Context: an optimization exercise on an open-source flow, tuned for small area. The choices shown serve that exercise and are no tape-out recipe. At most, simulation tests tie the RTL to the original design; equivalence was not proved. No functional check of the RTL was part of run 1. No activity file was given, so power comes from the tool's default toggle rates.

==> flow/design.v <==
module pixel_compositor (
    input  logic        Clk,
    input  logic        Reset,
    input  logic        frame_start,
    input  logic        de,
    input  logic [9:0]  DrawX,
    input  logic [9:0]  DrawY,
    input  logic [9:0]  X,
    input  logic [9:0]  Y,
    input  logic [9:0]  size,
    input  logic [7:0]  x_vec,
    input  logic [7:0]  y_vec,
    input  logic        map_en,
    input  logic        wall_on,
    input  logic [11:0] wall_color,
    input  logic [11:0] memdata,
    output logic [3:0]  Red,
    output logic [3:0]  Green,
    output logic [3:0]  Blue,
    output logic        out_valid,
    output logic        dots_ready
);
    logic [9:0] x_lat, y_lat, s_lat;
    logic [7:0] xv_lat, yv_lat;
    logic       par_ok;
    logic [9:0] x_dot, y_dot;
    logic [7:0] xv_dot, yv_dot;
    logic       dot_ok;
    logic [3:0] cnt;
    logic       rdy;
    always_ff @(posedge Clk) begin
        if (frame_start) begin
            x_lat <= X; y_lat <= Y; s_lat <= size; xv_lat <= x_vec; yv_lat <= y_vec;
        end
        if (cnt == 4'd10 && !frame_start) begin
            x_dot <= x_lat; y_dot <= y_lat; xv_dot <= xv_lat; yv_dot <= yv_lat;
        end
    end
    always_ff @(posedge Clk) begin
        if (Reset) begin
            cnt <= '0; rdy <= 1'b0; par_ok <= 1'b0; dot_ok <= 1'b0;
        end else if (frame_start) begin
            cnt <= 4'd1; rdy <= 1'b0; par_ok <= 1'b1;
        end else if (cnt == 4'd10) begin
            cnt <= '0; rdy <= 1'b1; dot_ok <= 1'b1;
        end else if (cnt != 4'd0) begin
            cnt <= cnt + 4'd1;
        end
    end
    logic [8:0] hx, hy;
    logic       dot_hit;
    dot_axis u_dx (.d(DrawX[7:0]), .p(x_dot), .a(xv_dot), .hit(hx));
    dot_axis u_dy (.d(DrawY[7:0]), .p(y_dot), .a(yv_dot), .hit(hy));
        assign dot_hit = dot_ok ? |(hx & hy) : (DrawX[7:0] == 8'd0 && DrawY[7:0] == 8'd0);
    logic signed [10:0] ddx, ddy;
    logic               player_hit;
    sub4 u_sx (.d(DrawX[7:0]), .p(x_lat), .r(ddx));
    sub4 u_sy (.d(DrawY[7:0]), .p(y_lat), .r(ddy));
    logic disc_in;
    disc_le u_disc (.dx(ddx), .dy(ddy), .s(s_lat), .le(disc_in));
        assign player_hit = par_ok && disc_in;
    logic above, below, in_map;
    col_cmp u_col (.y(DrawY), .m(memdata[7:0]), .above(above), .below(below));
    assign in_map = map_en && (DrawX <= 10'd160) && (DrawY <= 10'd120);
    logic [11:0] rgb1, rgb2;
    logic        v1, v2;
    logic [11:0] col;
    always_comb begin
        if (in_map) begin
            if (dot_hit)         col = 12'hFFF;
            else if (player_hit) col = 12'hF70;
            else if (wall_on)    col = wall_color;
            else                 col = 12'h004;
        end else begin
            if (above)           col = 12'h337;
            else if (below)      col = 12'h733;
            else                 col = {3{memdata[11:8]}};
        end
    end
    always_ff @(posedge Clk) begin
        if (Reset) begin
            rgb1 <= '0; v1 <= 1'b0; rgb2 <= '0; v2 <= 1'b0;
        end else begin
            rgb1 <= de ? col : 12'h000;
            v1   <= de;
            rgb2 <= rgb1;
            v2   <= v1;
        end
    end
    assign {Red, Green, Blue} = rgb2;
    assign out_valid  = v2;
    assign dots_ready = rdy;
endmodule
module disc_le (input logic [10:0] dx, input logic [10:0] dy, input logic [9:0] s, output logic le);
    wire n0 = ~(dx[0] & dx[1]);
    wire n1 = ~(dx[0] & dx[2]);
    wire n2 = ~(dx[0] & dx[3]);
    wire n3 = ~(dx[0] & dx[4]);
    wire n4 = ~(dx[0] & dx[5]);
    wire n5 = ~(dx[0] & dx[6]);
    wire n6 = ~(dx[0] & dx[7]);
    wire n7 = ~(dx[0] & dx[8]);
    wire n8 = ~(dx[0] & dx[9]);
    wire n9 = ~(dx[0] & dx[10]);
    wire n10 = ~(dx[1] & dx[2]);
    wire n11 = ~(dx[1] & dx[3]);
    wire n12 = ~(dx[1] & dx[4]);
    wire n13 = ~(dx[1] & dx[5]);
    wire n14 = ~(dx[1] & dx[6]);
    wire n15 = ~(dx[1] & dx[7]);
    wire n16 = ~(dx[1] & dx[8]);
    wire n17 = ~(dx[1] & dx[9]);
    wire n18 = ~(dx[1] & dx[10]);
    wire n19 = ~(dx[2] & dx[3]);
    wire n20 = ~(dx[2] & dx[4]);
    wire n21 = ~(dx[2] & dx[5]);
    wire n22 = ~(dx[2] & dx[6]);
    wire n23 = ~(dx[2] & dx[7]);
    wire n24 = ~(dx[2] & dx[8]);
    wire n25 = ~(dx[2] & dx[9]);
    wire n26 = ~(dx[2] & dx[10]);
    wire n27 = ~(dx[3] & dx[4]);
    wire n28 = ~(dx[3] & dx[5]);
    wire n29 = ~(dx[3] & dx[6]);
    wire n30 = ~(dx[3] & dx[7]);
    wire n31 = ~(dx[3] & dx[8]);
    wire n32 = ~(dx[3] & dx[9]);
    wire n33 = ~(dx[3] & dx[10]);
    wire n34 = ~(dx[4] & dx[5]);
    wire n35 = ~(dx[4] & dx[6]);
    wire n36 = ~(dx[4] & dx[7]);
    wire n37 = ~(dx[4] & dx[8]);
    wire n38 = ~(dx[4] & dx[9]);
    wire n39 = ~(dx[4] & dx[10]);
    wire n40 = ~(dx[5] & dx[6]);
    wire n41 = ~(dx[5] & dx[7]);
    wire n42 = ~(dx[5] & dx[8]);
    wire n43 = ~(dx[5] & dx[9]);
    wire n44 = ~(dx[5] & dx[10]);
    wire n45 = ~(dx[6] & dx[7]);
    wire n46 = ~(dx[6] & dx[8]);
    wire n47 = ~(dx[6] & dx[9]);
    wire n48 = ~(dx[6] & dx[10]);
    wire n49 = ~(dx[7] & dx[8]);
    wire n50 = ~(dx[7] & dx[9]);
    wire n51 = ~(dx[7] & dx[10]);
    wire n52 = ~(dx[8] & dx[9]);
    wire n53 = ~(dx[8] & dx[10]);
    wire n54 = ~(dx[9] & dx[10]);
    wire n55 = ~(dy[0] & dy[1]);
    wire n56 = ~(dy[0] & dy[2]);
    wire n57 = ~(dy[0] & dy[3]);
    wire n58 = ~(dy[0] & dy[4]);
    wire n59 = ~(dy[0] & dy[5]);
    wire n60 = ~(dy[0] & dy[6]);
    wire n61 = ~(dy[0] & dy[7]);
    wire n62 = ~(dy[0] & dy[8]);
    wire n63 = ~(dy[0] & dy[9]);
    wire n64 = ~(dy[0] & dy[10]);
    wire n65 = ~(dy[1] & dy[2]);
    wire n66 = ~(dy[1] & dy[3]);
    wire n67 = ~(dy[1] & dy[4]);
    wire n68 = ~(dy[1] & dy[5]);
    wire n69 = ~(dy[1] & dy[6]);
    wire n70 = ~(dy[1] & dy[7]);
    wire n71 = ~(dy[1] & dy[8]);
    wire n72 = ~(dy[1] & dy[9]);
    wire n73 = ~(dy[1] & dy[10]);
    wire n74 = ~(dy[2] & dy[3]);
    wire n75 = ~(dy[2] & dy[4]);
    wire n76 = ~(dy[2] & dy[5]);
    wire n77 = ~(dy[2] & dy[6]);
    wire n78 = ~(dy[2] & dy[7]);
    wire n79 = ~(dy[2] & dy[8]);
    wire n80 = ~(dy[2] & dy[9]);
    wire n81 = ~(dy[2] & dy[10]);
    wire n82 = ~(dy[3] & dy[4]);
    wire n83 = ~(dy[3] & dy[5]);
    wire n84 = ~(dy[3] & dy[6]);
    wire n85 = ~(dy[3] & dy[7]);
    wire n86 = ~(dy[3] & dy[8]);
    wire n87 = ~(dy[3] & dy[9]);
    wire n88 = ~(dy[3] & dy[10]);
    wire n89 = ~(dy[4] & dy[5]);
    wire n90 = ~(dy[4] & dy[6]);
    wire n91 = ~(dy[4] & dy[7]);
    wire n92 = ~(dy[4] & dy[8]);
    wire n93 = ~(dy[4] & dy[9]);
    wire n94 = ~(dy[4] & dy[10]);
    wire n95 = ~(dy[5] & dy[6]);
    wire n96 = ~(dy[5] & dy[7]);
    wire n97 = ~(dy[5] & dy[8]);
    wire n98 = ~(dy[5] & dy[9]);
    wire n99 = ~(dy[5] & dy[10]);
    wire n100 = ~(dy[6] & dy[7]);
    wire n101 = ~(dy[6] & dy[8]);
    wire n102 = ~(dy[6] & dy[9]);
    wire n103 = ~(dy[6] & dy[10]);
    wire n104 = ~(dy[7] & dy[8]);
    wire n105 = ~(dy[7] & dy[9]);
    wire n106 = ~(dy[7] & dy[10]);
    wire n107 = ~(dy[8] & dy[9]);
    wire n108 = ~(dy[8] & dy[10]);
    wire n109 = ~(dy[9] & dy[10]);
    wire n110 = ~(s[0] & s[1]);
    wire n111 = ~(s[0] & s[2]);
    wire n112 = ~(s[0] & s[3]);
    wire n113 = ~(s[0] & s[4]);
    wire n114 = ~(s[0] & s[5]);
    wire n115 = ~(s[0] & s[6]);
    wire n116 = ~(s[0] & s[7]);
    wire n117 = ~(s[0] & s[8]);
    wire n118 = ~(s[0] & s[9]);
    wire n119 = ~(s[1] & s[2]);
    wire n120 = ~(s[1] & s[3]);
    wire n121 = ~(s[1] & s[4]);
    wire n122 = ~(s[1] & s[5]);
    wire n123 = ~(s[1] & s[6]);
    wire n124 = ~(s[1] & s[7]);
    wire n125 = ~(s[1] & s[8]);
    wire n126 = ~(s[1] & s[9]);
    wire n127 = ~(s[2] & s[3]);
    wire n128 = ~(s[2] & s[4]);
    wire n129 = ~(s[2] & s[5]);
    wire n130 = ~(s[2] & s[6]);
    wire n131 = ~(s[2] & s[7]);
    wire n132 = ~(s[2] & s[8]);
    wire n133 = ~(s[2] & s[9]);
    wire n134 = ~(s[3] & s[4]);
    wire n135 = ~(s[3] & s[5]);
    wire n136 = ~(s[3] & s[6]);
    wire n137 = ~(s[3] & s[7]);
    wire n138 = ~(s[3] & s[8]);
    wire n139 = ~(s[3] & s[9]);
    wire n140 = ~(s[4] & s[5]);
    wire n141 = ~(s[4] & s[6]);
    wire n142 = ~(s[4] & s[7]);
    wire n143 = ~(s[4] & s[8]);
    wire n144 = ~(s[4] & s[9]);
    wire n145 = ~(s[5] & s[6]);
    wire n146 = ~(s[5] & s[7]);
    wire n147 = ~(s[5] & s[8]);
    wire n148 = ~(s[5] & s[9]);
    wire n149 = ~(s[6] & s[7]);
    wire n150 = ~(s[6] & s[8]);
    wire n151 = ~(s[6] & s[9]);
    wire n152 = ~(s[7] & s[8]);
    wire n153 = ~(s[7] & s[9]);
    wire n154 = ~(s[8] & s[9]);
    wire n155, n156;
    fa_cell u_n155 (.a(dx[4]), .b(dy[4]), .c(n116), .s(n155), .co(n156));
    wire n157, n158;
    ha_cell u_n157 (.a(n123), .b(n129), .s(n157), .co(n158));
    wire n159, n160;
    fa_cell u_n159 (.a(n117), .b(n124), .c(n130), .s(n159), .co(n160));
    wire n161, n162;
    fa_cell u_n161 (.a(dx[5]), .b(dy[5]), .c(n118), .s(n161), .co(n162));
    wire n163, n164;
    fa_cell u_n163 (.a(n125), .b(n131), .c(n136), .s(n163), .co(n164));
    wire n165, n166;
    fa_cell u_n165 (.a(n8), .b(n16), .c(n23), .s(n165), .co(n166));
    wire n167, n168;
    ha_cell u_n167 (.a(n140), .b(1'b1), .s(n167), .co(n168));
    wire n169, n170;
    fa_cell u_n169 (.a(n9), .b(n64), .c(n126), .s(n169), .co(n170));
    wire n171, n172;
    fa_cell u_n171 (.a(n132), .b(n137), .c(n141), .s(n171), .co(n172));
    wire n173 = n17 ^ n24;
    wire n174 = ~(n17 | n24);
    wire n175, n176;
    fa_cell u_n175 (.a(dx[6]), .b(n18), .c(dy[6]), .s(n175), .co(n176));
    wire n177, n178;
    fa_cell u_n177 (.a(n73), .b(n133), .c(n138), .s(n177), .co(n178));
    wire n179, n180;
    fa_cell u_n179 (.a(n142), .b(n145), .c(1'b1), .s(n179), .co(n180));
    wire n181, n182;
    fa_cell u_n181 (.a(n25), .b(n31), .c(n36), .s(n181), .co(n182));
    wire n183, n184;
    fa_cell u_n183 (.a(n26), .b(n81), .c(n139), .s(n183), .co(n184));
    wire n185, n186;
    fa_cell u_n185 (.a(dx[7]), .b(n33), .c(dy[7]), .s(n185), .co(n186));
    wire n187, n188;
    ha_cell u_n187 (.a(dx[2]), .b(dy[2]), .s(n187), .co(n188));
    wire n189, n190;
    fa_cell u_n189 (.a(dx[3]), .b(dy[3]), .c(n114), .s(n189), .co(n190));
    wire n191, n192;
    fa_cell u_n191 (.a(n121), .b(n127), .c(1'b1), .s(n191), .co(n192));
    wire n193, n194;
    fa_cell u_n193 (.a(n115), .b(n122), .c(n128), .s(n193), .co(n194));
    wire n195 = n5 ^ n13;
    wire n196 = ~(n5 | n13);
    wire n197, n198;
    fa_cell u_n197 (.a(n155), .b(n157), .c(n134), .s(n197), .co(n198));
    wire n199, n200;
    fa_cell u_n199 (.a(n6), .b(n14), .c(n21), .s(n199), .co(n200));
    wire n201, n202;
    fa_cell u_n201 (.a(n27), .b(n61), .c(n69), .s(n201), .co(n202));
    wire n203, n204;
    fa_cell u_n203 (.a(n156), .b(n158), .c(n159), .s(n203), .co(n204));
    wire n205, n206;
    fa_cell u_n205 (.a(n7), .b(n15), .c(n22), .s(n205), .co(n206));
    wire n207, n208;
    fa_cell u_n207 (.a(n28), .b(n62), .c(n70), .s(n207), .co(n208));
    wire n209, n210;
    ha_cell u_n209 (.a(n135), .b(1'b1), .s(n209), .co(n210));
    wire n211, n212;
    fa_cell u_n211 (.a(n160), .b(n161), .c(n163), .s(n211), .co(n212));
    wire n213, n214;
    fa_cell u_n213 (.a(n165), .b(n29), .c(n34), .s(n213), .co(n214));
    wire n215, n216;
    fa_cell u_n215 (.a(n63), .b(n71), .c(n78), .s(n215), .co(n216));
    wire n217, n218;
    fa_cell u_n217 (.a(n84), .b(n89), .c(s[5]), .s(n217), .co(n218));
    wire n219, n220;
    fa_cell u_n219 (.a(n162), .b(n164), .c(n168), .s(n219), .co(n220));
    wire n221, n222;
    fa_cell u_n221 (.a(n169), .b(n171), .c(n173), .s(n221), .co(n222));
    wire n223, n224;
    fa_cell u_n223 (.a(n166), .b(n30), .c(n35), .s(n223), .co(n224));
    wire n225, n226;
    fa_cell u_n225 (.a(n72), .b(n79), .c(n85), .s(n225), .co(n226));
    wire n227, n228;
    fa_cell u_n227 (.a(n170), .b(n172), .c(n174), .s(n227), .co(n228));
    wire n229, n230;
    fa_cell u_n229 (.a(n175), .b(n177), .c(n179), .s(n229), .co(n230));
    wire n231, n232;
    fa_cell u_n231 (.a(n181), .b(n40), .c(n80), .s(n231), .co(n232));
    wire n233, n234;
    fa_cell u_n233 (.a(n86), .b(n91), .c(n95), .s(n233), .co(n234));
    wire n235, n236;
    fa_cell u_n235 (.a(n176), .b(n178), .c(n180), .s(n235), .co(n236));
    wire n237, n238;
    fa_cell u_n237 (.a(n183), .b(n143), .c(n146), .s(n237), .co(n238));
    wire n239, n240;
    fa_cell u_n239 (.a(n182), .b(n32), .c(n37), .s(n239), .co(n240));
    wire n241, n242;
    fa_cell u_n241 (.a(n41), .b(n87), .c(n92), .s(n241), .co(n242));
    wire n243, n244;
    fa_cell u_n243 (.a(n184), .b(n185), .c(n88), .s(n243), .co(n244));
    wire n245, n246;
    fa_cell u_n245 (.a(n144), .b(n147), .c(n149), .s(n245), .co(n246));
    wire n247, n248;
    fa_cell u_n247 (.a(n38), .b(n42), .c(n45), .s(n247), .co(n248));
    wire n249, n250;
    fa_cell u_n249 (.a(n93), .b(n97), .c(n100), .s(n249), .co(n250));
    wire n251, n252;
    fa_cell u_n251 (.a(n186), .b(n39), .c(n94), .s(n251), .co(n252));
    wire n253, n254;
    fa_cell u_n253 (.a(n43), .b(n46), .c(n98), .s(n253), .co(n254));
    wire n255, n256;
    fa_cell u_n255 (.a(dx[8]), .b(n44), .c(dy[8]), .s(n255), .co(n256));
    wire n257, n258;
    fa_cell u_n257 (.a(n99), .b(n151), .c(n152), .s(n257), .co(n258));
    wire n259, n260;
    ha_cell u_n259 (.a(dx[1]), .b(dy[1]), .s(n259), .co(n260));
    wire n261, n262;
    fa_cell u_n261 (.a(n187), .b(n112), .c(n119), .s(n261), .co(n262));
    wire n263 = n2 ^ n10;
    wire n264 = ~(n2 | n10);
    wire n265, n266;
    fa_cell u_n265 (.a(n188), .b(n113), .c(n120), .s(n265), .co(n266));
    wire n267, n268;
    fa_cell u_n267 (.a(n3), .b(n11), .c(n58), .s(n267), .co(n268));
    wire n269, n270;
    fa_cell u_n269 (.a(n4), .b(n12), .c(n19), .s(n269), .co(n270));
    wire n271, n272;
    fa_cell u_n271 (.a(n59), .b(n67), .c(n74), .s(n271), .co(n272));
    wire n273, n274;
    ha_cell u_n273 (.a(n189), .b(n191), .s(n273), .co(n274));
    wire n275, n276;
    fa_cell u_n275 (.a(n190), .b(n192), .c(n193), .s(n275), .co(n276));
    wire n277, n278;
    fa_cell u_n277 (.a(n20), .b(n60), .c(n68), .s(n277), .co(n278));
    wire n279 = ~n75;
    wire n280, n281;
    fa_cell u_n280 (.a(n195), .b(1'b1), .c(n279), .s(n280), .co(n281));
    wire n282, n283;
    fa_cell u_n282 (.a(n194), .b(n196), .c(n197), .s(n282), .co(n283));
    wire n284, n285;
    fa_cell u_n284 (.a(n199), .b(n201), .c(n76), .s(n284), .co(n285));
    wire n286 = ~1'b1;
    wire n287, n288;
    fa_cell u_n287 (.a(n82), .b(s[4]), .c(n286), .s(n287), .co(n288));
    wire n289, n290;
    fa_cell u_n289 (.a(n198), .b(n203), .c(n209), .s(n289), .co(n290));
    wire n291, n292;
    fa_cell u_n291 (.a(n200), .b(n202), .c(n205), .s(n291), .co(n292));
    wire n293, n294;
    fa_cell u_n293 (.a(n207), .b(n77), .c(n83), .s(n293), .co(n294));
    wire n295, n296;
    fa_cell u_n295 (.a(n204), .b(n210), .c(n211), .s(n295), .co(n296));
    wire n297, n298;
    fa_cell u_n297 (.a(n206), .b(n208), .c(n213), .s(n297), .co(n298));
    wire n299 = ~n167;
    wire n300, n301;
    fa_cell u_n300 (.a(n215), .b(n217), .c(n299), .s(n300), .co(n301));
    wire n302, n303;
    fa_cell u_n302 (.a(n212), .b(n219), .c(n221), .s(n302), .co(n303));
    wire n304, n305;
    fa_cell u_n304 (.a(n214), .b(n216), .c(n218), .s(n304), .co(n305));
    wire n306, n307;
    fa_cell u_n306 (.a(n223), .b(n225), .c(n90), .s(n306), .co(n307));
    wire n308, n309;
    fa_cell u_n308 (.a(n220), .b(n222), .c(n227), .s(n308), .co(n309));
    wire n310, n311;
    fa_cell u_n310 (.a(n224), .b(n226), .c(n231), .s(n310), .co(n311));
    wire n312 = ~n229;
    wire n313, n314;
    fa_cell u_n313 (.a(n233), .b(s[6]), .c(n312), .s(n313), .co(n314));
    wire n315, n316;
    fa_cell u_n315 (.a(n228), .b(n230), .c(n235), .s(n315), .co(n316));
    wire n317, n318;
    fa_cell u_n317 (.a(n232), .b(n234), .c(n239), .s(n317), .co(n318));
    wire n319 = ~n237;
    wire n320, n321;
    fa_cell u_n320 (.a(n241), .b(n96), .c(n319), .s(n320), .co(n321));
    wire n322, n323;
    fa_cell u_n322 (.a(n236), .b(n238), .c(n243), .s(n322), .co(n323));
    wire n324, n325;
    fa_cell u_n324 (.a(n240), .b(n242), .c(n247), .s(n324), .co(n325));
    wire n326 = ~n245;
    wire n327, n328;
    fa_cell u_n327 (.a(n249), .b(s[7]), .c(n326), .s(n327), .co(n328));
    wire n329, n330;
    fa_cell u_n329 (.a(n244), .b(n246), .c(n251), .s(n329), .co(n330));
    wire n331, n332;
    fa_cell u_n331 (.a(n248), .b(n250), .c(n253), .s(n331), .co(n332));
    wire n333 = ~n101;
    wire n334, n335;
    fa_cell u_n334 (.a(n148), .b(n150), .c(n333), .s(n334), .co(n335));
    wire n336, n337;
    fa_cell u_n336 (.a(n252), .b(n255), .c(n257), .s(n336), .co(n337));
    wire n338, n339;
    fa_cell u_n338 (.a(n254), .b(n47), .c(n49), .s(n338), .co(n339));
    wire n340, n341;
    fa_cell u_n340 (.a(n102), .b(n104), .c(s[8]), .s(n340), .co(n341));
    wire n342, n343;
    fa_cell u_n342 (.a(n256), .b(n258), .c(n48), .s(n342), .co(n343));
    wire n344 = ~n50;
    wire n345, n346;
    fa_cell u_n345 (.a(n103), .b(n153), .c(n344), .s(n345), .co(n346));
    wire n347, n348;
    fa_cell u_n347 (.a(dx[9]), .b(n51), .c(dy[9]), .s(n347), .co(n348));
    wire n349, n350;
    fa_cell u_n349 (.a(n52), .b(n107), .c(s[9]), .s(n349), .co(n350));
    wire n351, n352;
    fa_cell u_n351 (.a(n259), .b(n110), .c(1'b1), .s(n351), .co(n352));
    wire n353, n354;
    fa_cell u_n353 (.a(n260), .b(n111), .c(1'b1), .s(n353), .co(n354));
    wire n355, n356;
    fa_cell u_n355 (.a(n261), .b(n263), .c(1'b1), .s(n355), .co(n356));
    wire n357 = n57 ^ n65;
    wire n358 = ~(n57 | n65);
    wire n359, n360;
    fa_cell u_n359 (.a(n262), .b(n264), .c(n265), .s(n359), .co(n360));
    wire n361 = ~1'b1;
    wire n362, n363;
    fa_cell u_n362 (.a(n267), .b(n66), .c(n361), .s(n362), .co(n363));
    wire n364, n365;
    fa_cell u_n364 (.a(n268), .b(n269), .c(n271), .s(n364), .co(n365));
    wire n366 = ~s[3];
    wire n367, n368;
    fa_cell u_n367 (.a(n266), .b(n273), .c(n366), .s(n367), .co(n368));
    wire n369, n370;
    fa_cell u_n369 (.a(n274), .b(n275), .c(n280), .s(n369), .co(n370));
    wire n371, n372;
    fa_cell u_n371 (.a(n270), .b(n272), .c(n277), .s(n371), .co(n372));
    wire n373, n374;
    fa_cell u_n373 (.a(n276), .b(n281), .c(n282), .s(n373), .co(n374));
    wire n375, n376;
    fa_cell u_n375 (.a(n278), .b(n284), .c(n287), .s(n375), .co(n376));
    wire n377, n378;
    fa_cell u_n377 (.a(n285), .b(n288), .c(n291), .s(n377), .co(n378));
    wire n379 = ~n293;
    wire n380, n381;
    fa_cell u_n380 (.a(n283), .b(n289), .c(n379), .s(n380), .co(n381));
    wire n382, n383;
    fa_cell u_n382 (.a(n292), .b(n294), .c(n297), .s(n382), .co(n383));
    wire n384 = ~n300;
    wire n385, n386;
    fa_cell u_n385 (.a(n290), .b(n295), .c(n384), .s(n385), .co(n386));
    wire n387, n388;
    fa_cell u_n387 (.a(n298), .b(n301), .c(n304), .s(n387), .co(n388));
    wire n389 = ~n306;
    wire n390, n391;
    fa_cell u_n390 (.a(n296), .b(n302), .c(n389), .s(n390), .co(n391));
    wire n392, n393;
    fa_cell u_n392 (.a(n305), .b(n307), .c(n310), .s(n392), .co(n393));
    wire n394 = ~n313;
    wire n395, n396;
    fa_cell u_n395 (.a(n303), .b(n308), .c(n394), .s(n395), .co(n396));
    wire n397, n398;
    fa_cell u_n397 (.a(n311), .b(n314), .c(n317), .s(n397), .co(n398));
    wire n399 = ~n320;
    wire n400, n401;
    fa_cell u_n400 (.a(n309), .b(n315), .c(n399), .s(n400), .co(n401));
    wire n402, n403;
    fa_cell u_n402 (.a(n318), .b(n321), .c(n324), .s(n402), .co(n403));
    wire n404 = ~n327;
    wire n405, n406;
    fa_cell u_n405 (.a(n316), .b(n322), .c(n404), .s(n405), .co(n406));
    wire n407, n408;
    fa_cell u_n407 (.a(n323), .b(n329), .c(n334), .s(n407), .co(n408));
    wire n409, n410;
    fa_cell u_n409 (.a(n325), .b(n328), .c(n331), .s(n409), .co(n410));
    wire n411, n412;
    fa_cell u_n411 (.a(n330), .b(n335), .c(n336), .s(n411), .co(n412));
    wire n413, n414;
    fa_cell u_n413 (.a(n332), .b(n338), .c(n340), .s(n413), .co(n414));
    wire n415, n416;
    fa_cell u_n415 (.a(n337), .b(n342), .c(n345), .s(n415), .co(n416));
    wire n417, n418;
    fa_cell u_n417 (.a(n339), .b(n341), .c(n105), .s(n417), .co(n418));
    wire n419, n420;
    fa_cell u_n419 (.a(n343), .b(n346), .c(n347), .s(n419), .co(n420));
    wire n421 = ~n349;
    wire n422, n423;
    fa_cell u_n422 (.a(n106), .b(n154), .c(n421), .s(n422), .co(n423));
    wire n424, n425;
    fa_cell u_n424 (.a(n348), .b(n53), .c(n108), .s(n424), .co(n425));
    wire n426, n427;
    fa_cell u_n426 (.a(dx[10]), .b(n54), .c(dy[10]), .s(n426), .co(n427));
    wire n428 = n0 ^ n55;
    wire n429 = ~(n0 | n55);
    wire n430 = ~n1;
    wire n431, n432;
    fa_cell u_n431 (.a(n352), .b(n353), .c(n430), .s(n431), .co(n432));
    wire n433, n434;
    fa_cell u_n433 (.a(n354), .b(n355), .c(n357), .s(n433), .co(n434));
    wire n435, n436;
    fa_cell u_n435 (.a(n356), .b(n358), .c(n359), .s(n435), .co(n436));
    wire n437 = ~n363;
    wire n438, n439;
    fa_cell u_n438 (.a(n360), .b(n367), .c(n437), .s(n438), .co(n439));
    wire n440 = ~n365;
    wire n441, n442;
    fa_cell u_n441 (.a(n368), .b(n369), .c(n440), .s(n441), .co(n442));
    wire n443 = ~n372;
    wire n444, n445;
    fa_cell u_n444 (.a(n370), .b(n373), .c(n443), .s(n444), .co(n445));
    wire n446 = ~n376;
    wire n447, n448;
    fa_cell u_n447 (.a(n374), .b(n380), .c(n446), .s(n447), .co(n448));
    wire n449 = ~n378;
    wire n450, n451;
    fa_cell u_n450 (.a(n381), .b(n385), .c(n449), .s(n450), .co(n451));
    wire n452 = ~n383;
    wire n453, n454;
    fa_cell u_n453 (.a(n386), .b(n390), .c(n452), .s(n453), .co(n454));
    wire n455 = ~n388;
    wire n456, n457;
    fa_cell u_n456 (.a(n391), .b(n395), .c(n455), .s(n456), .co(n457));
    wire n458 = ~n393;
    wire n459, n460;
    fa_cell u_n459 (.a(n396), .b(n400), .c(n458), .s(n459), .co(n460));
    wire n461 = ~n398;
    wire n462, n463;
    fa_cell u_n462 (.a(n401), .b(n405), .c(n461), .s(n462), .co(n463));
    wire n464 = ~n403;
    wire n465, n466;
    fa_cell u_n465 (.a(n406), .b(n407), .c(n464), .s(n465), .co(n466));
    wire n467 = ~n410;
    wire n468, n469;
    fa_cell u_n468 (.a(n408), .b(n411), .c(n467), .s(n468), .co(n469));
    wire n470 = ~n414;
    wire n471, n472;
    fa_cell u_n471 (.a(n412), .b(n415), .c(n470), .s(n471), .co(n472));
    wire n473, n474;
    fa_cell u_n473 (.a(n416), .b(n419), .c(n422), .s(n473), .co(n474));
    wire n475, n476;
    fa_cell u_n475 (.a(n420), .b(n423), .c(n424), .s(n475), .co(n476));
    wire n477, n478;
    fa_cell u_n477 (.a(n425), .b(n426), .c(n109), .s(n477), .co(n478));
    wire n479, n480;
    ha_cell u_n479 (.a(dx[0]), .b(dy[0]), .s(n479), .co(n480));
    wire n481, n482;
    ha_cell u_n481 (.a(n428), .b(n351), .s(n481), .co(n482));
    wire n483 = ~n56;
    wire n484, n485;
    fa_cell u_n484 (.a(n429), .b(n431), .c(n483), .s(n484), .co(n485));
    wire n486 = ~s[2];
    wire n487, n488;
    fa_cell u_n487 (.a(n432), .b(n433), .c(n486), .s(n487), .co(n488));
    wire n489 = ~n362;
    wire n490, n491;
    fa_cell u_n490 (.a(n434), .b(n435), .c(n489), .s(n490), .co(n491));
    wire n492 = ~n364;
    wire n493, n494;
    fa_cell u_n493 (.a(n436), .b(n438), .c(n492), .s(n493), .co(n494));
    wire n495 = ~n371;
    wire n496, n497;
    fa_cell u_n496 (.a(n439), .b(n441), .c(n495), .s(n496), .co(n497));
    wire n498 = ~n375;
    wire n499, n500;
    fa_cell u_n499 (.a(n442), .b(n444), .c(n498), .s(n499), .co(n500));
    wire n501 = ~n377;
    wire n502, n503;
    fa_cell u_n502 (.a(n445), .b(n447), .c(n501), .s(n502), .co(n503));
    wire n504 = ~n382;
    wire n505, n506;
    fa_cell u_n505 (.a(n448), .b(n450), .c(n504), .s(n505), .co(n506));
    wire n507 = ~n387;
    wire n508, n509;
    fa_cell u_n508 (.a(n451), .b(n453), .c(n507), .s(n508), .co(n509));
    wire n510 = ~n392;
    wire n511, n512;
    fa_cell u_n511 (.a(n454), .b(n456), .c(n510), .s(n511), .co(n512));
    wire n513 = ~n397;
    wire n514, n515;
    fa_cell u_n514 (.a(n457), .b(n459), .c(n513), .s(n514), .co(n515));
    wire n516 = ~n402;
    wire n517, n518;
    fa_cell u_n517 (.a(n460), .b(n462), .c(n516), .s(n517), .co(n518));
    wire n519 = ~n409;
    wire n520, n521;
    fa_cell u_n520 (.a(n463), .b(n465), .c(n519), .s(n520), .co(n521));
    wire n522 = ~n413;
    wire n523, n524;
    fa_cell u_n523 (.a(n466), .b(n468), .c(n522), .s(n523), .co(n524));
    wire n525 = ~n417;
    wire n526, n527;
    fa_cell u_n526 (.a(n469), .b(n471), .c(n525), .s(n526), .co(n527));
    wire n528 = ~n418;
    wire n529, n530;
    fa_cell u_n529 (.a(n472), .b(n473), .c(n528), .s(n529), .co(n530));
    wire n531 = ~n350;
    wire n532, n533;
    fa_cell u_n532 (.a(n474), .b(n475), .c(n531), .s(n532), .co(n533));
    wire n534, n535;
    fa_cell u_n534 (.a(n476), .b(n477), .c(1'b1), .s(n534), .co(n535));
    wire n536, n537;
    fa_cell u_n536 (.a(n478), .b(n427), .c(1'b1), .s(n536), .co(n537));
    wire n538 = n479 & ~s[0];
    wire n539 = (n480 & 1'b1) | (n480 & n538) | (1'b1 & n538);
    wire n540 = (n481 & ~s[1]) | (n481 & n539) | (~s[1] & n539);
    wire n541 = (n482 & n484) | (n482 & n540) | (n484 & n540);
    wire n542 = (n485 & n487) | (n485 & n541) | (n487 & n541);
    wire n543 = (n488 & n490) | (n488 & n542) | (n490 & n542);
    wire n544 = (n491 & n493) | (n491 & n543) | (n493 & n543);
    wire n545 = (n494 & n496) | (n494 & n544) | (n496 & n544);
    wire n546 = (n497 & n499) | (n497 & n545) | (n499 & n545);
    wire n547 = (n500 & n502) | (n500 & n546) | (n502 & n546);
    wire n548 = (n503 & n505) | (n503 & n547) | (n505 & n547);
    wire n549 = (n506 & n508) | (n506 & n548) | (n508 & n548);
    wire n550 = (n509 & n511) | (n509 & n549) | (n511 & n549);
    wire n551 = (n512 & n514) | (n512 & n550) | (n514 & n550);
    wire n552 = (n515 & n517) | (n515 & n551) | (n517 & n551);
    wire n553 = (n518 & n520) | (n518 & n552) | (n520 & n552);
    wire n554 = (n521 & n523) | (n521 & n553) | (n523 & n553);
    wire n555 = (n524 & n526) | (n524 & n554) | (n526 & n554);
    wire n556 = (n527 & n529) | (n527 & n555) | (n529 & n555);
    wire n557 = (n530 & n532) | (n530 & n556) | (n532 & n556);
    wire n558 = (n533 & n534) | (n533 & n557) | (n534 & n557);
    wire n559 = (n535 & n536) | (n535 & n558) | (n536 & n558);
    wire n560 = (n537 ^ n559);
    assign le = n560;
endmodule
module fa_cell (input logic a, input logic b, input logic c, output logic s, output logic co);
    assign s  = a ^ b ^ c;
    assign co = (a & b) | (a & c) | (b & c);
endmodule
module ha_cell (input logic a, input logic b, output logic s, output logic co);
    assign s  = a ^ b;
    assign co = a & b;
endmodule
module dot_axis (
    input  logic [7:0] d,
    input  logic [9:0] p,
    input  logic [7:0] a,
    output logic [8:0] hit
);
    logic [10:0] m3, m5, m7;
    logic [8:2]  c3;
    logic [9:3]  c5, c7;
    ha_cell h3 (.a(a[1]), .b(a[0]), .s(m3[1]), .co(c3[2]));
    for (genvar i = 2; i <= 7; i++) begin : g3
        fa_cell f (.a(a[i]), .b(a[i-1]), .c(c3[i]), .s(m3[i]), .co(c3[i+1]));
    end
    assign m3[0]     = a[0];
    assign m3[8]     = c3[8];
    assign m3[10:9]  = {2{a[7]}};
    ha_cell h5 (.a(a[2]), .b(a[0]), .s(m5[2]), .co(c5[3]));
    for (genvar i = 3; i <= 8; i++) begin : g5
        fa_cell f (.a(a[(i <= 7) ? i : 7]), .b(a[i-2]), .c(c5[i]), .s(m5[i]), .co(c5[i+1]));
    end
    assign m5[1:0] = a[1:0];
    assign m5[9]   = c5[9];
    assign m5[10]  = a[7];
    ha_cell h7 (.a(m3[2]), .b(a[0]), .s(m7[2]), .co(c7[3]));
    for (genvar i = 3; i <= 8; i++) begin : g7
        fa_cell f (.a(m3[i]), .b(a[i-2]), .c(c7[i]), .s(m7[i]), .co(c7[i+1]));
    end
    assign m7[1:0] = m3[1:0];
    assign m7[9]   = c7[9];
    assign m7[10]  = a[7];
    logic [5:0] h [9];
    logic [1:0] l [9];
    assign h[0] = 6'd0;                         assign l[0] = 2'd0;
    assign h[1] = {{4{a[7]}}, a[6:5]};          assign l[1] = a[4:3];
    assign h[2] = {{3{a[7]}}, a[6:4]};          assign l[2] = a[3:2];
    assign h[3] = m3[10:5];                     assign l[3] = m3[4:3];
    assign h[4] = {{2{a[7]}}, a[6:3]};          assign l[4] = a[2:1];
    assign h[5] = m5[10:5];                     assign l[5] = m5[4:3];
    assign h[6] = m3[9:4];                      assign l[6] = m3[3:2];
    assign h[7] = m7[10:5];                     assign l[7] = m7[4:3];
    assign h[8] = a[7:2];                       assign l[8] = a[1:0];
    logic [8:0] z;
    logic [8:1] cz;
    logic [7:0] nph;
    assign nph = ~p[9:2];
    assign z[0]  = d[0] ^ p[2];
    assign cz[1] = d[0] | nph[0];
    for (genvar i = 1; i <= 7; i++) begin : gz
        fa_cell f (.a(d[i]), .b(nph[i]), .c(cz[i]), .s(z[i]), .co(cz[i+1]));
    end
    assign z[8] = ~cz[8];
    logic       in0, in1;
    logic [5:0] w, wm;
    assign w   = z[5:0];
    logic [5:0] lz;
    assign lz[0] = 1'b1;
    for (genvar i = 1; i < 6; i++) begin : gl
        assign lz[i] = lz[i-1] & ~w[i-1];
    end
    assign wm  = w ^ lz;
    assign in0 = (z[8:5] == 4'b0000) || (z[8:5] == 4'b1111);
    assign in1 = (z[8:5] == 4'b0000) || ((z[8:5] == 4'b0001) && lz[5]) || ((z[8:5] == 4'b1111) && !lz[5]);
    logic [3:0] qa, qb;
    assign qa = {~(p[1] & p[0]), p[1] | p[0], p[1], p[1] & p[0]};
    assign qb = {1'b0, 1'b0, ~p[1] & ~p[0], ~p[1]};
    for (genvar k = 0; k < 9; k++) begin : gk
        logic ak, bk;
        assign ak = qa[l[k]];
        assign bk = qb[l[k]];
        assign hit[k] = (ak && in1 && (h[k] == wm)) || (bk && in0 && (h[k] == w));
    end
endmodule
module sub4 (
    input  logic [7:0]  d,
    input  logic [9:0]  p,
    output logic [10:0] r
);
    logic [10:2] c;
    logic [9:2]  np;
    assign np   = ~p[9:2];
    assign r[0] = p[0];
    assign r[1] = p[1] ^ p[0];
    assign c[2] = ~(p[1] | p[0]);
    for (genvar i = 2; i <= 9; i++) begin : g
        fa_cell f (.a(d[i-2]), .b(np[i]), .c(c[i]), .s(r[i]), .co(c[i+1]));
    end
    assign r[10] = ~c[10];
endmodule
module col_cmp (
    input  logic [9:0] y,
    input  logic [7:0] m,
    output logic       above,
    output logic       below
);
    logic [9:0] w;
    logic [9:4] cw;
    assign w[2:0] = y[3:1];
    assign w[3]   = ~y[4];
    assign cw[4]  = y[4];
    for (genvar i = 4; i <= 6; i++) begin : gw
        assign w[i]    = y[i+1] ^ cw[i];
        assign cw[i+1] = y[i+1] & cw[i];
    end
    assign w[7]  = ~(y[8] ^ cw[7]);
    assign cw[8] = y[8] | cw[7];
    assign w[8]  = ~(y[9] ^ cw[8]);
    assign cw[9] = y[9] | cw[8];
    assign w[9]  = ~cw[9];
    logic [7:1] ca;
    assign ca[1] = m[0] & w[0];
    for (genvar i = 1; i <= 6; i++) begin : ga
        assign ca[i+1] = (m[i] & w[i]) | (m[i] & ca[i]) | (w[i] & ca[i]);
    end
    assign above = w[9] & ~m[7] & ~ca[7];
    logic [10:1] cb;
    assign cb[1] = y[0];
    for (genvar i = 1; i <= 8; i++) begin : gb
        assign cb[i+1] = (w[i-1] & ~m[i-1]) | (w[i-1] & cb[i]) | (~m[i-1] & cb[i]);
    end
    assign cb[10] = w[8] | cb[9];
    assign below = ~w[9] & cb[10];
endmodule
==> flow/flow/run.sh <==
#!/bin/bash
set -e
export BUFFER_PORTS_ARGS="-buffer_cell sky130_fd_sc_hd__buf_1"
export CTS_ARGS="-sink_clustering_enable -repair_clock_nets -buf_list {sky130_fd_sc_hd__clkbuf_4 sky130_fd_sc_hd__clkbuf_8} -dont_use_dummy_load"
bash standard.sh > standard_flow.log 2>&1
==> flow/standard.sh <==
#!/bin/bash
# synth_recipe.tcl (not shown) runs the flow's synth.tcl, then flattens the netlist and writes it again
# the make line also repeats each setting of config.mk as NAME=value (left out here)
make -C /OpenROAD-flow-scripts/flow DESIGN_CONFIG=/design/flow/config.mk WORK_HOME=/design/flow/orfs CLKGATE_MAP_FILE= SYNTH_SCRIPT=/design/flow/synth_recipe.tcl "${@:-finish}"
==> flow/config.mk <==
export PLATFORM = sky130hd
export DESIGN_NAME = pixel_compositor
export DESIGN_NICKNAME = pixel_compositor
export VERILOG_FILES = /design/flow/design.v
export SDC_FILE = /design/flow/constraint.sdc
export NUM_CORES = 4
export LEC_CHECK = 0
export CAP_MARGIN = 20
export CORE_MARGIN = 2
export CORE_UTILIZATION = 40
export SLEW_MARGIN = 20
export SYNTH_HIERARCHICAL = 1
==> flow/constraint.sdc <==
create_clock -name core_clock -period 12.0 [get_ports {Clk}]
set_input_delay 2.4000 -clock core_clock [delete_from_list [all_inputs] [get_ports {Clk}]]
set_output_delay 2.4000 -clock core_clock [all_outputs]
set_load 0.01 [all_outputs]
==> results of run 1 <==
[critical path, stage by stage]
cell and delay (ns):
sky130_fd_sc_hd__buf_1 0.12, sky130_fd_sc_hd__fa_1 0.44, sky130_fd_sc_hd__fa_1 0.39, sky130_fd_sc_hd__fa_1 0.45
sky130_fd_sc_hd__fa_1 0.40, sky130_fd_sc_hd__fa_1 0.39, sky130_fd_sc_hd__fa_1 0.39, sky130_fd_sc_hd__fa_1 0.39
sky130_fd_sc_hd__fa_1 0.76, sky130_fd_sc_hd__nand2_1 0.14, sky130_fd_sc_hd__fa_1 0.49, sky130_fd_sc_hd__fa_1 0.53
sky130_fd_sc_hd__fa_1 0.54, sky130_fd_sc_hd__inv_1 0.05, sky130_fd_sc_hd__fa_1 0.47, sky130_fd_sc_hd__fa_1 0.50
sky130_fd_sc_hd__fa_1 0.59, sky130_fd_sc_hd__o22ai_1 0.10, sky130_fd_sc_hd__nor3_1 0.20, sky130_fd_sc_hd__o21ai_0 0.15
sky130_fd_sc_hd__a211o_1 0.34, sky130_fd_sc_hd__a22oi_2 0.30, sky130_fd_sc_hd__a2111o_1 0.14, sky130_fd_sc_hd__nand4_1 0.13
sky130_fd_sc_hd__nand2_1 0.36, sky130_fd_sc_hd__o21ai_0 0.16, sky130_fd_sc_hd__a21oi_1 0.16
[Yosys stat by module, one instance, submodules excluded]
| module | times used | area (sq um) |
|---|---|---|
| col_cmp | 1 | 319.1 |
| fa_cell | 221 | 20.02 |
| pixel_compositor | 1 | 3761 |
| disc_le | 1 | 1292 |
| dot_axis | 2 | 1478 |
| ha_cell | 14 | 12.51 |
| sub4 | 2 | 61.31 |
[worst max-delay path by stage]
stage                        start            endpoint  slack (ns)
after floorplan           DrawX[0]  rgb1[2]$_SDFF_PP0_        1.29
after global placement    DrawX[0]  rgb1[2]$_SDFF_PP0_        0.70
after detailed placement  DrawX[0]  rgb1[2]$_SDFF_PP0_        0.49
after CTS                 DrawX[0]  rgb1[2]$_SDFF_PP0_        1.02
after global routing      DrawX[0]  rgb1[3]$_SDFF_PP0_        0.55
final                     DrawX[0]  rgb1[2]$_SDFF_PP0_        0.95
[routing by layer]
metal	global-route usage [%]	share of wire, %
met1	27.47	42
met2	34.15	49
met3	3.972	6.1
met4	7.429	2.4
met5	0	0
[synthesized netlist by cell type, types with 25 or more instances]
| cell | instances |
|---|---|
| sky130_fd_sc_hd__clkbuf_1 | 47 |
| sky130_fd_sc_hd__fa_1 | 221 |
| sky130_fd_sc_hd__nand3_1 | 30 |
| sky130_fd_sc_hd__xor2_1 | 61 |
| sky130_fd_sc_hd__ha_1 | 41 |
| sky130_fd_sc_hd__edfxtp_1 | 82 |
| sky130_fd_sc_hd__nor2_1 | 25 |
| sky130_fd_sc_hd__inv_1 | 106 |
| sky130_fd_sc_hd__xnor2_1 | 62 |
| sky130_fd_sc_hd__dfxtp_1 | 33 |
| sky130_fd_sc_hd__nand2_1 | 167 |
[where the power goes]
group / switching [uW] / internal, uW
clock network: 149 / 124
logic: 1770 / 1450
registers: 19.4 / 446
[final cells by class]
class,count,area (sq um),area share [%]
Multi-Input combinational cell,924,9131,65.72
Sequential cell,115,3123,22.48
Tap cell,442,553.0,3.980
Timing Repair Buffer,115,455.4,3.278
Inverter,106,397.9,2.864
Clock buffer,17,234.0,1.684
[sequential cells by signal, indices dropped and copies added (netlist names)]
register  cells
rgb2         12
x_lat        10
rdy           1
v2            1
x_dot        10
y_lat        10
s_lat        10
xv_dot        8
dot_ok        1
cnt           4
y_dot        10
yv_lat        8
rgb1         12
xv_lat        8
yv_dot        8
par_ok        1
v1            1
[metrics by stage]
stage / power [uW] / hold slack, ns / instance area, sq um / cells / setup WS (ns)
floorplan: 2983 / 0.4003 / 13090 / 1230 / 1.293
global placement: 3571 / 0.4045 / 13660 / 1702 / 0.7045
detailed placement: 3647 / 0.4045 / 13660 / 1702 / 0.4950
CTS: 3954 / 0.4215 / 13890 / 1719 / 1.021
global route: 4413 / 0.4273 / 13890 / 1719 / 0.5490
finish: 3957 / 0.4197 / 13890 / 1719 / 0.9529
[logic make-up after synthesis]
logic type / count (synthesis) / synth area share [%]
and+or+nand+nor: 354 / 13.53
xor gates and xnor gates: 123 / 8.255
buffers and inverters: 191 / 6.481
other: 2 / 0.05755
DFF: 115 / 23.93
AOI/OAI and AO/OA: 170 / 9.665
adders and majority gates: 265 / 38.08
==> summary.md, run 1 <==
| Metric | Value |
|---|---|
| Result of the run | `complete, no violations` |
| Layout cells sized above 1 | `3.994%` |
| Setup repair after global routing missed its margin | `no` |
| Clock latency (worst-skew pair) | `0.48 ns` |
| Worst slew margin | `42.33%` |
| Leading cell types in the layout, fill and taps excluded | `sky130_fd_sc_hd__fa_1 (221), sky130_fd_sc_hd__nand2_1 (167), sky130_fd_sc_hd__buf_1 (108), sky130_fd_sc_hd__inv_1 (106), sky130_fd_sc_hd__edfxtp_1 (82)` |
| Worst reg2reg path depth | `28` |
| Critical register-to-register path startpoint | `x_lat[0]$_DFFE_PP_` |
| Maximum fanout count along the critical path | `12` |
| Die area | `34090 sq um` |
| Required time of the critical path | `12.42 ns` |
| Min Clock Period, post-route | `11.05 ns` |
| Sink count of the clock tree | `115` |
| Final Cycle Share | `92.06%` |
| Post-CTS Hold Buffers | `0` |
| Largest cells by area after synthesis | `sky130_fd_sc_hd__fa_1 (34%), sky130_fd_sc_hd__edfxtp_1 (19%), sky130_fd_sc_hd__dfxtp_1 (5.1%), sky130_fd_sc_hd__nand2_1 (4.8%), sky130_fd_sc_hd__xnor2_1 (4.2%)` |
| YS warnings | `10` |
| Via count of the first global-routing pass | `9733` |
| Placement Rows | `66` |
| Max Clock Skew | `0.03247 ns` |
| Share of the yosys chip area belonging to registers | `23.93%` |
| Number of antenna violations at the first check in global routing | `0` |
| DR vias | `9395` |
| Actual slew at the worst max-slew pin | `0.8651 ns` |
| Leakage | `0.005079 uW` |
| Initial core utilization | `40.31%` |
| Core ar. | `32370 sq um` |
| Library cell occupying the most area in the post-synthesis netlist | `sky130_fd_sc_hd__fa_1` |
| Worst IR drop on VDD | `0.5370 mV` |
| Post-CTS sizing | `0` |
| Power per Cell Area | `284.8 nW/um^2` |
| Worst min-delay path class | `reg -> reg` |
| Commonest non-fill, non-tap cell in the layout | `sky130_fd_sc_hd__fa_1` |
| Min-Delay Endpoint | `yv_dot[4]$_DFFE_PP_` |
| Total I/O pin count | `110` |
| Utilization after layout | `42.92%` |
| Crit path launch type | `primary input` |
| Diode count | `0` |
| Predominant post-synthesis flop cell | `sky130_fd_sc_hd__edfxtp_1` |
| Count of flip-flops with a built-in enable after synthesis | `82` |
| # Post-CTS Setup Buffers | `0` |
| Flop-to-flop setup slack | `1.96 ns` |
| Initial DRT Pass Iterations | `6` |
| Synthesized cell area | `13050 sq um` |
| Post-DR vias/cell | `5.465` |
| Total CTS buffers | `17` |
| Kind of critical path | `in -> reg` |
| Share of synthesized registers carrying an async set or reset | `0%` |
| Total wirelength of the detailed-routed design | `33.86 mm` |
| Number of buffers added on ports | `109` |
| Pin count of the biggest net entering global routing | `51` |
| Reg2reg end | `rgb1[2]$_SDFF_PP0_` |
| Count of H-tree levels built during CTS | `4` |
| Mapped Avg Cell Area | `10.70 sq um` |
| Number of library cell types mapped by synthesis | `75` |
| Clock transition at the registers of the reported paths | `0.08 ns` |
| F_max | `0.09052 GHz` |
| Arrival @ worst endpoint | `11.47 ns` |
| Cell count of the worst hold path | `0` |
| Cell count after synthesis | `1220` |
| Total congestion overflow | `0` |
| Chip height | `184.6 um` |
| TritonCTS clock tree | `yes` |
| Layout overhead on the synthesized area | `6.472%` |
| Number of slew-limit violations in the final report | `0` |
| Number of failing hold endpoints at the final stage | `0` |
| Setup tns final | `0 ns` |
| DP HPWL | `25.32 mm` |
| Total of flip-flops plus latches after synthesis | `115` |
| Number of max-capacitance violations reported | `0` |
| Critical path capture point type | `register` |
| Post-synth top area share | `33.90%` |
| Routed wirelength normalized by instance count | `19.69 um` |
| Count of antenna-violating nets left after detailed routing | `0` |
| Startpoint of the worst hold path | `yv_lat[4]$_DFFE_PP_` |
| Filler cell count in the final layout | `3131` |
| Final RePlAce weighted congestion | `0.8962` |
| Final Setup Violations | `0` |
| Layout net count | `1637` |
| Wire length of the first global-routing pass | `53.31 mm` |
| Buffer type at the clock tree root | `sky130_fd_sc_hd__clkbuf_8` |
| Maximum clock path buffer count | `2` |
| Remaining design rule violation count | `0` |
| All-layer global routing usage | `20.78%` |
| Chip width | `184.6 um` |
| Iteration-0 DRC count of the detailed router | `854` |
==> run 2, diff against run 1 <==
--- a/flow/design.v
+++ b/flow/design.v
@@ -717,14 +717,9 @@
     logic       in0, in1;
     logic [5:0] w, wm;
     assign w   = z[5:0];
-    logic [5:0] lz;
-    assign lz[0] = 1'b1;
-    for (genvar i = 1; i < 6; i++) begin : gl
-        assign lz[i] = lz[i-1] & ~w[i-1];
-    end
-    assign wm  = w ^ lz;
+    assign wm  = w - 6'd1;
     assign in0 = (z[8:5] == 4'b0000) || (z[8:5] == 4'b1111);
-    assign in1 = (z[8:5] == 4'b0000) || ((z[8:5] == 4'b0001) && lz[5]) || ((z[8:5] == 4'b1111) && !lz[5]);
+    assign in1 = (z[8:5] == 4'b0000) || ((z[8:5] == 4'b1111) && (z[4:0] != 5'd0)) || (z == 9'd32);
     logic [3:0] qa, qb;
     assign qa = {~(p[1] & p[0]), p[1] | p[0], p[1], p[1] & p[0]};
     assign qb = {1'b0, 1'b0, ~p[1] & ~p[0], ~p[1]};
==> flow/flow/run.sh (replaced) <==
#!/bin/bash
set -e
export BUFFER_PORTS_ARGS="-buffer_cell sky130_fd_sc_hd__buf_1"
export CTS_ARGS="-sink_clustering_enable -repair_clock_nets -buf_list sky130_fd_sc_hd__clkbuf_8 -dont_use_dummy_load"
bash standard.sh > standard_flow.log 2>&1
--- a/flow/config.mk
+++ b/flow/config.mk
@@ -8,5 +8,6 @@
 export CAP_MARGIN = 20
 export CORE_MARGIN = 2
 export CORE_UTILIZATION = 40
+export CTS_BUF_LIST = sky130_fd_sc_hd__clkbuf_8
 export SLEW_MARGIN = 20
 export SYNTH_HIERARCHICAL = 1
==> run 2 against run 1 <==
Net effect: hold slack hardly changed; die area is 0.32% lower; fmax is 1.2% higher; final area hardly changed; cell count is 0.70% higher; global-route usage is 0.21 points lower; sequential share of layout area hardly changed; core utilization is 0.13 points higher; power hardly changed; largest power group unchanged.
==> summary.md, run 2 <==
| Metric | Value |
|---|---|
| Library cell occupying the most area in the post-synthesis netlist | `sky130_fd_sc_hd__fa_1` |
| Post-CTS sizing | `0` |
| Core ar. | `32290 sq um` |
| Multiplexer share of the synthesized area | `0.1731%` |
| Setup repair after global routing missed its margin | `no` |
| Count of flip-flops with a built-in enable after synthesis | `82` |
| Post-route total power | `3956 uW` |
| Total congestion overflow | `0` |
| Cell family with the largest share of critical-path delay | `adder cells` |
| Worst slew margin | `31.03%` |
| All-layer global routing usage | `20.57%` |
| Reg2reg end | `rgb1[2]$_SDFF_PP0_` |
| Max Clock Skew | `0.03464 ns` |
| Switching portion of total power | `48.69%` |
| Setup tns final | `0 ns` |
| Worst IR drop on VDD | `0.4419 mV` |
| Pin count of the biggest net entering global routing | `51` |
| Clock transition at the registers of the reported paths | `0.07 ns` |
| # Post-CTS Setup Buffers | `0` |
| F_max | `0.09165 GHz` |
| Sink count of the clock tree | `115` |
| Routed wirelength normalized by instance count | `18.99 um` |
| Layout overhead on the synthesized area | `6.878%` |
| Post-CTS Hold Buffers | `0` |
| Crit path launch type | `primary input` |
| Share of power burned in combinational logic | `81.2%` |
| Critical path's slowest cell | `sky130_fd_sc_hd__fa_1` |
| Remaining design rule violation count | `0` |
| Dominant combinational cell family by area after synthesis | `adder cells` |
| Initial core utilization | `40.29%` |
| Utilization after layout | `43.06%` |
| Post-DR vias/cell | `5.361` |
| Number of buffers added on ports | `109` |
| Fraction of the mapped netlist area in adder cells | `37.44%` |
| Leading cell types in the layout, fill and taps excluded | `sky130_fd_sc_hd__fa_1 (221), sky130_fd_sc_hd__nand2_1 (177), sky130_fd_sc_hd__buf_1 (108), sky130_fd_sc_hd__inv_1 (100), sky130_fd_sc_hd__edfxtp_1 (82)` |
| Leakage | `0.005086 uW` |
| Count of H-tree levels built during CTS | `4` |
| Maximum fanout count along the critical path | `12` |
| Chip width | `184.3 um` |
| Most frequent cell on the critical path | `sky130_fd_sc_hd__fa_1` |
| Diode count | `0` |
| Required time of the critical path | `12.38 ns` |
| Count of antenna-violating nets left after detailed routing | `0` |
| Power per Cell Area | `284.6 nW/um^2` |
| Total CTS buffers | `17` |
| Layout cells sized above 1 | `3.724%` |
| CP peak stage delay | `0.59 ns` |
| Clock latency (worst-skew pair) | `0.46 ns` |
| Critical register-to-register path startpoint | `x_lat[0]$_DFFE_PP_` |
| Worst path bufs/invs | `4` |
| Total I/O pin count | `110` |
| Result of the run | `complete, no violations` |
| Number of slew-limit violations in the final report | `0` |
| Leading post-synthesis cells by instance count | `sky130_fd_sc_hd__fa_1 (221), sky130_fd_sc_hd__nand2_1 (177), sky130_fd_sc_hd__inv_1 (100)` |
| Number of antenna violations at the first check in global routing | `0` |
| Number of library cell types mapped by synthesis | `77` |
| Stages on the worst setup path | `29` |
| Worst min-delay path class | `reg -> reg` |
| Net switching component of the power | `1926 uW` |
| Buffer type at the clock tree root | `sky130_fd_sc_hd__clkbuf_8` |
| Crit path capture | `rgb1[2]$_SDFF_PP0_` |
| Chip height | `184.3 um` |
| Layout net count | `1641` |
| DR vias | `9280` |
| Predominant post-synthesis flop cell | `sky130_fd_sc_hd__edfxtp_1` |
| Critical path capture point type | `register` |
| Maximum clock path buffer count | `2` |
| Cell count of the worst hold path | `0` |
| Worst setup startpoint | `DrawX[0]` |
| Largest registers | `rgb1 (12), rgb2 (12)` |
| Via count of the first global-routing pass | `9559` |
| Commonest non-fill, non-tap cell in the layout | `sky130_fd_sc_hd__fa_1` |
| Initial DRT Pass Iterations | `7` |
| YS warnings | `10` |
| Area fraction in compound gates after synthesis | `9.254%` |
| Wire length of the first global-routing pass | `53.01 mm` |
| Total of flip-flops plus latches after synthesis | `115` |
| Actual slew at the worst max-slew pin | `1.032 ns` |
| Share of the yosys chip area belonging to registers | `24.01%` |
| TritonCTS clock tree | `yes` |
| Final Setup Violations | `0` |
| Share of synthesized registers carrying an async set or reset | `0%` |
| Flop-to-flop setup slack | `2.14 ns` |
| Die area | `33980 sq um` |
| Xor and xnor fraction of the mapped netlist area | `8.648%` |
| DP HPWL | `24.82 mm` |
| Worst reg2reg path depth | `30` |
| Placement Rows | `66` |
| Largest cells by area after synthesis | `sky130_fd_sc_hd__fa_1 (34%), sky130_fd_sc_hd__edfxtp_1 (19%), sky130_fd_sc_hd__nand2_1 (5.1%), sky130_fd_sc_hd__dfxtp_1 (5.1%), sky130_fd_sc_hd__xnor2_1 (4.2%)` |
| Number of failing hold endpoints at the final stage | `0` |
| Total wirelength of the detailed-routed design | `32.88 mm` |
| Mapped Avg Cell Area | `10.56 sq um` |
| Area share of and/or/nand/nor cells after synthesis | `14.63%` |
| Kind of critical path | `in -> reg` |
| Most common cell in the netlist | `sky130_fd_sc_hd__fa_1` |
| Final Cycle Share | `90.93%` |
| Iteration-0 DRC count of the detailed router | `704` |
| Cell count after synthesis | `1232` |
| Arrival @ worst endpoint | `11.29 ns` |
| Share of power burned in registers | `11.8%` |
| Number of max-capacitance violations reported | `0` |
| Post-synth top area share | `34.01%` |
| Synthesized cell area | `13010 sq um` |
| Min Clock Period, post-route | `10.91 ns` |
| Clk pwr share | `7.0%` |
| Int Pwr | `2030 uW` |
| Final RePlAce weighted congestion | `0.8963` |
run 2: changes by cell type in the layout (fill, tap and decap cells not counted), sizes merged, moves of 6 or more:
cell / delta
nand2: +10
a211oi: -8
a21oi: +8
ha: -8
nand3b: -8
nor2: +8
nor4: -8
inv: -6
o21a: +6
o22ai: -6
or3b: -6
or4: +6
run 2: how the worst min path moves through the flow:
stage,start,endpoint,slack [ns]
2_1_floorplan,xv_lat[0]$_DFFE_PP_,xv_dot[0]$_DFFE_PP_,0.40
5_1_grt,xv_lat[5]$_DFFE_PP_,xv_dot[5]$_DFFE_PP_,0.43
6_report,xv_lat[5]$_DFFE_PP_,xv_dot[5]$_DFFE_PP_,0.42
3_5_place_dp,yv_lat[1]$_DFFE_PP_,yv_dot[1]$_DFFE_PP_,0.41
3_3_place_gp,yv_lat[6]$_DFFE_PP_,yv_dot[6]$_DFFE_PP_,0.40
4_1_cts,yv_lat[1]$_DFFE_PP_,yv_dot[1]$_DFFE_PP_,0.42
run 2: routing by layer:
| metal | track usage [%] | wire length, um | vias to the layer above |
|---|---|---|---|
| met2 | 35.25 | 16620 | 261 |
| met1 | 26.82 | 14030 | 4742 |
| met3 | 2.924 | 1435 | 46 |
| met4 | 6.784 | 793 | 0 |
| li1 | - | - | 4231 |
| met5 | 0 | 0 | - |
run 2: final cells by class:
type	instances	area (sq um)
inverter	100	375.4
multi-input combinational	944	9176
clock buffer	17	234.0
timing repair buffer	113	440.4
fill	3105	18390
tap	442	553.0
sequential	115	3123
run 2: modules after synthesis (local to each module, per instance):
| module | cells | copies in the design |
|---|---|---|
| pixel_compositor | 225 | 1 |
| dot_axis | 207 | 2 |
| disc_le | 283 | 1 |
| col_cmp | 49 | 1 |
| sub4 | 13 | 2 |
| fa_cell | 1 | 221 |
| ha_cell | 1 | 14 |
run 2: logic make-up (layout without fill, tap and decap cells):
kind of cell,count (synthesis),count (layout)
muxes,2,2
DFF,115,115
adders and majority gates,257,257
xor gates and xnor gates,125,125
other,2,12
buffers and inverters,183,230
AOI/OAI and AO/OA,172,172
and+or+nand+nor,376,376
run 2: power by group through the flow:
stage	registers (uW)	logic, uW	clock network (uW)
4_1_cts	466	3210	287
3_5_place_dp	474	3190	0
2_1_floorplan	460	2520	0
3_3_place_gp	474	3070	0
6_report	466	3210	276
5_1_grt	468	3660	303
run 2: per-stage QoR:
stage               instance area, sq um  hold WS (ns)  worst slack [ns]  cells
floorplan                          13050        0.4003             1.293   1242
global placement                   13670        0.4044            0.7839   1714
detailed placement                 13670        0.4052            0.6218   1714
CTS                                13900        0.4207             1.119   1731
global route                       13900        0.4289            0.5126   1731
finish                             13900        0.4201             1.089   1731

re-timing with driven ports:
The results above use ideal ports. As a check the final layouts listed here were re-extracted and re-timed, cells and wires unchanged.
Step 1 sets driving cells, clkbuf_16 on the clock port and buf_2 on the other inputs (assumed; they add their load-dependent delay and slew).
Step 2 adds t to the input delays and takes it off the output delays; t is the mean of the earliest and latest rising clock arrival at the registers after step 1. Input paths then give back, and output paths get back, about the clock's delay inside the block.
a / b / c = no drivers / after step 1 / after step 2; a / b = the first two.
| run | t (ns) | slack for setup (ns) | worst hold slack (ns) | worst setup path at the end | cell pins on the clock port's net |
|---|---|---|---|---|---|
| run 1 | 0.512 | 0.953 / 0.971 / 0.458 | 0.420 / 0.420 / 0.420 | input to register | 1 |
| run 2 | 0.486 | 1.089 / 1.101 / 0.616 | 0.420 / 0.420 / 0.420 | input to register | 1 |
After both steps every run listed still meets setup and hold. The setup slack of run 1, which loses most, moves by +0.018 ns with the drivers and by -0.495 ns with both steps.
